Context: an optimization exercise on an open-source flow, tuned for small area. The choices shown serve that exercise and are no tape-out recipe.
RTL that was checked went through simulation tests only; none was proved equivalent to the original.
Power is estimated from default activity; no workload was simulated.

== build 54 ==
==> flow/design.v <==
package rc_pkg;
  localparam logic [1:0] S_IDLE = 2'd0;
  localparam logic [1:0] S_RUN  = 2'd1;
  localparam logic [1:0] S_DONE = 2'd2;
  localparam logic [1:0] S_TOUT = 2'd3;
  localparam int G3    = 4;
  localparam int G5    = 4;
  localparam int PK_W  = 5 * G3 + 8 * G5;
endpackage
module result_table
#(
  parameter int DATA_W = 32,
  parameter int DEPTH  = 32,
  parameter int AW     = 5
) (
  input  logic              clk,
  input  logic              we,
  input  logic [AW-1:0]     waddr,
  input  logic [DATA_W-1:0] wmask,
  input  logic [DATA_W-1:0] wdata,
  input  logic [AW-1:0]     raddr,
  input  logic [DATA_W-1:0] res,
  output logic              mismatch
);
  localparam int PW = rc_pkg::PK_W;
  localparam int G3 = rc_pkg::G3;
  localparam int G5 = rc_pkg::G5;
  localparam int B5 = 3 * G3;    
  localparam int P5 = 5 * G3;    
  function automatic logic [4:0] enc3(input logic [2:0] m, input logic [2:0] d);
    logic [1:0] e;
    logic [2:0] x;
    x = d;
    case (m)
      3'b111: e = 2'd0;
      3'b110: begin e = 2'd3; x[0] = 1'b0; end
      3'b101: begin e = 2'd2; x[1] = 1'b0; end
      3'b011: begin e = 2'd1; x[2] = 1'b0; end
      3'b100: begin e = 2'd2; x[0] = 1'b0; x[1] = 1'b1; end
      3'b010: begin e = 2'd3; x[0] = 1'b1; x[2] = 1'b0; end
      3'b001: begin e = 2'd1; x[1] = 1'b0; x[2] = 1'b1; end
      default: begin e = 2'd2; x = 3'b011; end
    endcase
    enc3 = {e, x};
  endfunction
  function automatic logic [7:0] enc5(input logic [4:0] m, input logic [4:0] d);
    logic [4:0] a;
    logic [2:0] b;
    a = enc3(m[2:0], d[2:0]);
    case (m[4:3])
      2'b11: b = {1'b0, d[4:3]};
      2'b01: b = {2'b10, d[3]};
      2'b10: b = {2'b11, d[4]};
      default: begin
        b = a[2:0];
        a = {a[4], 2'b11, !a[4] || a[3], a[4] || a[3]};
      end
    endcase
    enc5 = {a, b};
  endfunction
  logic [PW-1:0] wpk;
  always_comb begin
    for (int g = 0; g < G3; g++)
      wpk[5*g +: 5] = enc3(wmask[3*g +: 3], wdata[3*g +: 3]);
    for (int g = 0; g < G5; g++)
      wpk[P5 + 8*g +: 8] = enc5(wmask[B5 + 5*g +: 5], wdata[B5 + 5*g +: 5]);
  end
  logic [DEPTH-1:0] wsel, rsel;
  always_comb begin
    for (int k = 0; k < DEPTH; k++) begin
      wsel[k] = we && (waddr == AW'(k));
      rsel[k] = (raddr == AW'(k));
    end
  end
  logic [PW-1:0] rows [DEPTH];
  logic [PW-1:0] rpk;
  for (genvar k = 0; k < DEPTH; k++) begin : g_row
    logic [PW-1:0] row;
    always_ff @(posedge clk) begin
      if (wsel[k]) row <= wpk;
    end
    assign rows[k] = row;
  end
  for (genvar b = 0; b < PW; b++) begin : g_rd
    logic [11:0] y;
    logic [2:0]  z;
    for (genvar j = 0; j < 10; j++) begin : g_ao
      rc_ao222n u_ao (
        .a1(rsel[3*j]),   .b1(rows[3*j][b]),
        .a2(rsel[3*j+1]), .b2(rows[3*j+1][b]),
        .a3(rsel[3*j+2]), .b3(rows[3*j+2][b]),
        .y (y[j])
      );
    end
    rc_nand2 u_n30 (.a(rsel[30]), .b(rows[30][b]), .y(y[10]));
    rc_nand2 u_n31 (.a(rsel[31]), .b(rows[31][b]), .y(y[11]));
    rc_nand4 u_n0 (.a(y[0]), .b(y[1]), .c(y[2]),  .d(y[3]),  .y(z[0]));
    rc_nand4 u_n1 (.a(y[4]), .b(y[5]), .c(y[6]),  .d(y[7]),  .y(z[1]));
    rc_nand4 u_n2 (.a(y[8]), .b(y[9]), .c(y[10]), .d(y[11]), .y(z[2]));
    assign rpk[b] = |z;
  end
  logic [G3-1:0] mm3;
  logic [G5-1:0] mm5;
  for (genvar g = 0; g < G3; g++) begin : g_c3
    rc_mm3 u_mm (.c(rpk[5*g +: 5]), .r(res[3*g +: 3]), .mm(mm3[g]));
  end
  for (genvar g = 0; g < G5; g++) begin : g_c5
    logic [4:0] a;
    logic [2:0] b, es;
    logic [1:0] r34;
    logic       spare, mm_a, mm_s, mm_b;
    assign {a, b} = rpk[P5 + 8*g +: 8];
    assign r34    = res[B5 + 5*g + 3 +: 2];
    assign spare  = a[3] && (a[4] ? (a[2] && a[0]) : (a[2] && a[1]));
    rc_mm3 u_mm_a (.c(a), .r(res[B5 + 5*g +: 3]), .mm(mm_a));
    rc_mm3 u_mm_s (.c({a[4], a[4] ? a[1] : a[0], b}), .r(res[B5 + 5*g +: 3]), .mm(mm_s));
    assign mm_b   = (!(b[2] &&  b[1]) && (b[0] ^ r34[0]))
                  | (!(b[2] && !b[1]) && ((b[2] ? b[0] : b[1]) ^ r34[1]));
    assign mm5[g] = spare ? mm_s : (mm_a || mm_b);
  end
  assign mismatch = |mm3 || |mm5;
endmodule
module rc_mm3 (input logic [4:0] c, input logic [2:0] r, output logic mm);
  logic [1:0] e;
  logic [2:0] x, ign;
  assign {e, x} = c;
  always_comb begin
    case (e)
      2'd0: ign = 3'b000;
      2'd1: ign = x[2] ? 3'b110 : 3'b100;
      2'd2: ign = !x[1] ? 3'b010 : (x[0] ? 3'b111 : 3'b011);
      default: ign = !x[0] ? 3'b001 : 3'b101;
    endcase
  end
  assign mm = |((x ^ r) & ~ign);
endmodule
module rc_ao222n (input logic a1, b1, a2, b2, a3, b3, output logic y);
  assign y = ~((a1 & b1) | (a2 & b2) | (a3 & b3));
endmodule
module rc_nand4 (input logic a, b, c, d, output logic y);
  assign y = ~(a & b & c & d);
endmodule
module rc_nand2 (input logic a, b, output logic y);
  assign y = ~(a & b);
endmodule
module result_checker
#(
  parameter int DATA_W  = 32,
  parameter int DEPTH   = 32,
  parameter int IDX_W   = $clog2(DEPTH + 1),
  parameter int TIMEOUT = 64
) (
  input  logic              clk,
  input  logic              reset,
  input  logic              exp_we,
  input  logic [IDX_W-1:0]  exp_addr,
  input  logic [DATA_W-1:0] exp_data,
  input  logic [DATA_W-1:0] exp_mask,
  input  logic [IDX_W-1:0]  exp_count,
  input  logic              start,
  input  logic              res_valid,
  input  logic [DATA_W-1:0] res_data,
  output logic              busy,
  output logic              done,
  output logic              timeout,
  output logic              all_pass,
  output logic [IDX_W-1:0]  pass_count,
  output logic [IDX_W-1:0]  fail_count,
  output logic [IDX_W-1:0]  first_fail_idx,
  output logic [DATA_W-1:0] first_fail_data,
  output logic [1:0]        fsm_state
);
  localparam int AW = 5;
  logic [1:0]       state, state_nxt;
  logic [IDX_W-1:0] idx;         
  logic [IDX_W-1:0] fails;
  logic [AW-1:0]    last_idx;    
  logic [5:0]       watchdog;    
  logic [AW-1:0]    ff_idx;
  logic [DATA_W-1:0] ff_data;
  logic             is_run, start_run, take, tick, mismatch, no_fail;
  result_table #(.DATA_W(DATA_W), .DEPTH(DEPTH), .AW(AW)) u_table (
    .clk      (clk),
    .we       (exp_we && !exp_addr[5]),
    .waddr    (exp_addr[AW-1:0]),
    .wmask    (exp_mask),
    .wdata    (exp_data),
    .raddr    (idx[AW-1:0]),
    .res      (res_data),
    .mismatch (mismatch)
  );
  assign is_run     = (state == rc_pkg::S_RUN);
  assign start_run  = start && !is_run;
  assign take       = is_run && res_valid;
  assign tick       = is_run && !res_valid;
  assign no_fail    = (fails == '0);
  always_comb begin
    state_nxt = state;
    if (start_run)
      state_nxt = (exp_count == '0) ? rc_pkg::S_DONE : rc_pkg::S_RUN;
    else if (take && (idx[AW-1:0] == last_idx))
      state_nxt = rc_pkg::S_DONE;
    else if (tick && (watchdog == 6'(TIMEOUT - 1)))
      state_nxt = rc_pkg::S_TOUT;
  end
  always_ff @(posedge clk or negedge reset) begin
    if (!reset) begin
      state <= rc_pkg::S_IDLE;
      idx   <= '0;
      fails <= '0;
    end else begin
      state <= state_nxt;
      if (start_run) begin
        idx   <= '0;
        fails <= '0;
      end else if (take) begin
        idx <= idx + IDX_W'(1);
        if (mismatch) fails <= fails + IDX_W'(1);
      end
    end
  end
  always_ff @(posedge clk) begin
    if (start_run) last_idx <= exp_count[5] ? AW'(DEPTH - 1) : exp_count[AW-1:0] - AW'(1);
    if (start_run || take) watchdog <= '0;
    else if (tick)         watchdog <= watchdog + 6'd1;
    if (take && no_fail) begin
      ff_idx  <= idx[AW-1:0];
      ff_data <= res_data;
    end
  end
  assign busy            = is_run;
  assign done            = state[1];
  assign timeout         = (state == rc_pkg::S_TOUT);
  assign all_pass        = (state == rc_pkg::S_DONE) && no_fail;
  assign fsm_state       = state;
  assign fail_count      = fails;
  assign pass_count      = idx - fails;
  assign first_fail_idx  = {1'b0, ff_idx & {AW{!no_fail}}};
  assign first_fail_data = ff_data & {DATA_W{!no_fail}};
endmodule
export LEC_CHECK = 0
export CAP_MARGIN = 20
export CORE_MARGIN = 2
export CORE_UTILIZATION = 40
export SLEW_MARGIN = 20
export SYNTH_HIERARCHICAL = 1
create_clock -name core_clock -period 7.0 [get_ports {clk}]
standard.sh (not shown) runs the stock make flow with config.mk's settings and CLKGATE_MAP_FILE= SYNTH_SCRIPT=/design/flow/synth_recipe.tcl, a recipe that flattens the netlist after the stock synthesis.
==> flow/flow/run.sh <==
#!/bin/bash
# The standard layout (the standard.sh, unchanged synthesis and steps), with two settings
# passed to ORFS through the environment:
#  - the port buffers that global placement inserts use the smallest buffer, buf_1;
#  - clock tree synthesis clusters up to 28 sinks per clkbuf_16 and adds no dummy loads.
# All of make's output goes to standard.log here; ORFS keeps each step's log under orfs/logs.
set -euo pipefail
cd "$(dirname "${BASH_SOURCE[0]}")/.."
export BUFFER_PORTS_ARGS="-buffer_cell sky130_fd_sc_hd__buf_1"
export CTS_ARGS="-sink_clustering_enable -repair_clock_nets -dont_use_dummy_load -buf_list sky130_fd_sc_hd__clkbuf_16 -sink_clustering_size 28 -sink_clustering_max_diameter 100"
bash standard.sh > standard.log 2>&1
Modified inputs, build 59 compared to build 54
- CORE_UTILIZATION: 40 -> 55
- PLACE_DENSITY: unset -> 0.75
Findings:
Between build 54 and build 59, the flow reports internal power contribution decreasing slightly.
In terms of proportion of final cell area spent on non-clock buffers, build 54 and build 59 differ only marginally.
Share of the clock period used by the worst path after layout: higher on build 54
Build 54 has a higher data arrival time at the worst-slack endpoint than build 59.
On build 59: cell count is 10% lower than what build 54 gave.
Delta (build 59 minus build 54): count of buffering cells on the critical path with inverters included went up 1, number of buffers created by CTS dropped 2, total power lower.
Looking at launching element of the worst setup path, the idx[1] result is from build 59; the idx[0] one comes from build 54.
> inputs changed (build 59 -> build 76)
- SLEW_MARGIN now 0, was 20
- PLACE_DENSITY no longer set, was 0.75
- CAP_MARGIN now 0, was 20
- CORE_UTILIZATION now 40, was 55
Diff build 59 -> build 76 | number of rows in the core area | up by more than 10%. Build 59 has higher effective utilization at floorplan than build 76. As of build 76, area of combinational cells with multiple inputs had fallen slightly compared to build 59. idx[1] as the launching element of the worst setup path was reported by build 59, and idx[0] by build 76. Compared with build 59, placement density in the core of build 76 is lower. Build 76 was carried through to the last stage, and its layout satisfied the timing, design-rule and antenna checks. Across both runs, cell count after placement was higher for build 76 than for build 59. Final wirelength delta for build 76 relative to build 59: about 7% higher. Any difference in minimum period implied by the final worst setup slack between build 59 and build 76 is small enough to ignore. Looking at clock group share of total power, build 76 sits above build 59. Of build 59 and build 76, the higher final standard cell area without fillers belongs to build 76. Sort build 59 and build 76 by tap cell count, descending, and build 76 comes first.
### build 76 -> build 74
- SLEW_MARGIN: 0 -> 20
- CAP_MARGIN: 0 -> 20
==> flow/flow/run.sh <==
#!/bin/bash
# The standard layout (the standard.sh, unchanged synthesis and steps), with two settings
# passed to ORFS through the environment:
#  - the port buffers that global placement inserts use the smallest buffer, buf_1;
#  - clock tree synthesis clusters up to 10 sinks within 50 um per clkbuf_4 and adds no dummy
#    loads.
# All of make's output goes to standard.log here; ORFS keeps each step's log under orfs/logs.
set -euo pipefail
cd "$(dirname "${BASH_SOURCE[0]}")/.."
export BUFFER_PORTS_ARGS="-buffer_cell sky130_fd_sc_hd__buf_1"
export CTS_ARGS="-sink_clustering_enable -repair_clock_nets -dont_use_dummy_load -buf_list sky130_fd_sc_hd__clkbuf_4 -sink_clustering_size 10 -sink_clustering_max_diameter 50"
bash standard.sh > standard.log 2>&1
==> run summary <==
Build 74 was carried through to the last stage, and its layout satisfied the timing, design-rule and antenna checks.
Sequential share of layout area: build 74 vs build 76 up 0.28 points
Re detailed route wirelength on metal3: build 76 was lower than build 74.
Lower met1 track demand over resource goes to build 76 over build 74.
Build 74 against build 76; count of plain and timing-repair buffers is up slightly.
The share of the clock period used by the worst path after layout of build 74 exceeds that of build 76 by 2.5 points.
On post-route cell area, the higher figure sits with build 76, not build 74.
Sort build 76 and build 74 by slew at the pin with the worst max-slew slack, descending, and build 76 comes first.
Against build 76, overall power of the completed layout in build 74 came out better.

* * *

result_checker, a different RTL version from the one above (not shown whole).
For scale: about 3200 cells after synthesis, roughly 1800 flip-flops, roughly 170 I/O pins, roughly 64000 µm² of cells after synthesis.
Settings: LEC_CHECK=0, CAP_MARGIN=20, CORE_MARGIN=2, CORE_UTILIZATION=40, CTS_BUF_LIST=sky130_fd_sc_hd__clkbuf_16, CTS_CLUSTER_DIAMETER=100, CTS_CLUSTER_SIZE=28, SLEW_MARGIN=20, SYNTH_HIERARCHICAL=1; clock period 7.0 ns.
run.sh (not shown) runs the stock make flow with config.mk's settings and CLKGATE_MAP_FILE= SYNTH_SCRIPT=/design/flow/synth_recipe.tcl, a recipe that flattens the netlist after the stock synthesis.
Stock flow here: none of the scripts above is used.
Edit:
==> flow/flow/run.sh (new file) <==
#!/bin/bash
# The standard layout (the standard.sh, unchanged synthesis and steps), with two settings
# passed to ORFS through the environment:
#  - the port buffers that global placement inserts use the smallest buffer, buf_1;
#  - clock tree synthesis clusters up to 28 sinks per clkbuf_16 and adds no dummy loads.
# All of make's output goes to standard.log here; ORFS keeps each step's log under orfs/logs.
set -euo pipefail
cd "$(dirname "${BASH_SOURCE[0]}")/.."
export BUFFER_PORTS_ARGS="-buffer_cell sky130_fd_sc_hd__buf_1"
export CTS_ARGS="-sink_clustering_enable -repair_clock_nets -dont_use_dummy_load -buf_list sky130_fd_sc_hd__clkbuf_16 -sink_clustering_size 28 -sink_clustering_max_diameter 100"
bash standard.sh > standard.log 2>&1
==> flow/standard.sh (new file) <==
#!/bin/bash
# synth_recipe.tcl (not shown) runs the flow's synth.tcl, then flattens the netlist and writes it again
# the make line also repeats each setting of config.mk as NAME=value (left out here)
make -C /OpenROAD-flow-scripts/flow DESIGN_CONFIG=/design/flow/config.mk WORK_HOME=/design/flow/orfs CLKGATE_MAP_FILE= SYNTH_SCRIPT=/design/flow/synth_recipe.tcl "${@:-finish}"
--- a/flow/config.mk
+++ b/flow/config.mk
@@ -11,3 +10,0 @@
-export CTS_BUF_LIST = sky130_fd_sc_hd__clkbuf_16
-export CTS_CLUSTER_DIAMETER = 100
-export CTS_CLUSTER_SIZE = 28
removed: flow/run.sh
After rerunning: Final area shrinks by 2.0%; routed wire length shrinks by 3.1%; via count shrinks by 0.80%; worst setup slack loses 0.049 ns; total power shrinks by 2.1%; critical path depth shrinks by 1.

* * *

Setup of before:
result_checker, a different RTL version from the one above (not shown whole).
Size: about 3,200 cells after synthesis, about 1,800 flip-flops, ~170 I/O pins, roughly 64,000 µm² of cells after synthesis.
// result_checker
module result_checker
#(
  parameter int DATA_W  = 32,
  parameter int DEPTH   = 32,
  parameter int IDX_W   = $clog2(DEPTH + 1),
  parameter int TIMEOUT = 64
) (
  input  logic              clk,
  input  logic              reset,
  input  logic              exp_we,
  input  logic [IDX_W-1:0]  exp_addr,
  input  logic [DATA_W-1:0] exp_data,
  input  logic [DATA_W-1:0] exp_mask,
  input  logic [IDX_W-1:0]  exp_count,
  input  logic              start,
  input  logic              res_valid,
  input  logic [DATA_W-1:0] res_data,
  output logic              busy,
  output logic              done,
  output logic              timeout,
  output logic              all_pass,
  output logic [IDX_W-1:0]  pass_count,
  output logic [IDX_W-1:0]  fail_count,
  output logic [IDX_W-1:0]  first_fail_idx,
  output logic [DATA_W-1:0] first_fail_data,
  output logic [1:0]        fsm_state
);
clock: 7.0 ns
lec_check: 0
cap_margin: 20
core_margin: 2
core_utilization: 40
cts_buf_list: sky130_fd_sc_hd__clkbuf_16
cts_cluster_diameter: 100
cts_cluster_size: 30
slew_margin: 20
synth_hierarchical: 1
Stock flow here: none of the scripts above is used.
before: flow completed, timing, DRC and antenna clean
Input-level comparison between after and before:
- swapping 30 for 16 in CTS_CLUSTER_SIZE
- swapping sky130_fd_sc_hd__clkbuf_16 for sky130_fd_sc_hd__clkbuf_8 in CTS_BUF_LIST
- swapping 100 for 60 in CTS_CLUSTER_DIAMETER
### Flow results
- Of after and before, the higher met2 global-route usage belongs to before.
- | share of cell area taken by flip-flops and latches | after vs before | 0.43 points lower |
- after ended up with a higher met3 wirelength from detailed routing than before did.
- Taking before as the reference, in after achievable frequency lost about 1.1%, routed wire length picked up an extra 1.1%.
No functional check of the RTL was part of any run of this note.

==> afterwards: timing with drivers on the ports <==
The flow's constraints put no driver on any port. The routed layouts listed below were extracted and timed again, unchanged, in two steps. Step 1 sets driving cells, clkbuf_16 on the clock port and buf_2 on the other inputs (assumed; they add their load-dependent delay and slew). Step 2 also shifts input and output timing later by t, the mid clock arrival at the registers, as if the neighbouring blocks saw the same clock. Three values: ideal, step 1, step 2; two values: the first two.
run	t (ns)	setup slack, ns	worst hold slack (ns)
build 54	0.756	0.443 / 0.443 / 0.443	0.503 / 0.503 / 0.503
build 59	0.721	0.636 / 0.636 / 0.636	0.490 / 0.490 / 0.490
build 76	0.751	0.634 / 0.634 / 0.634	0.495 / 0.495 / 0.495
build 74	1.283	0.462 / 0.462 / 0.462	0.195 / 0.140 / 0.504
the first run of note 2	0.812	1.209 / 1.209 / 1.209	0.495 / 0.495 / 0.495
the second run of note 2	0.782	1.160 / 1.160 / 1.160	0.507 / 0.507 / 0.507
before	0.799	0.664 / 0.664 / 0.664	0.521 / 0.521 / 0.521
after	0.974	0.596 / 0.596 / 0.596	0.521 / 0.521 / 0.521
After both steps every run listed still meets setup and hold.
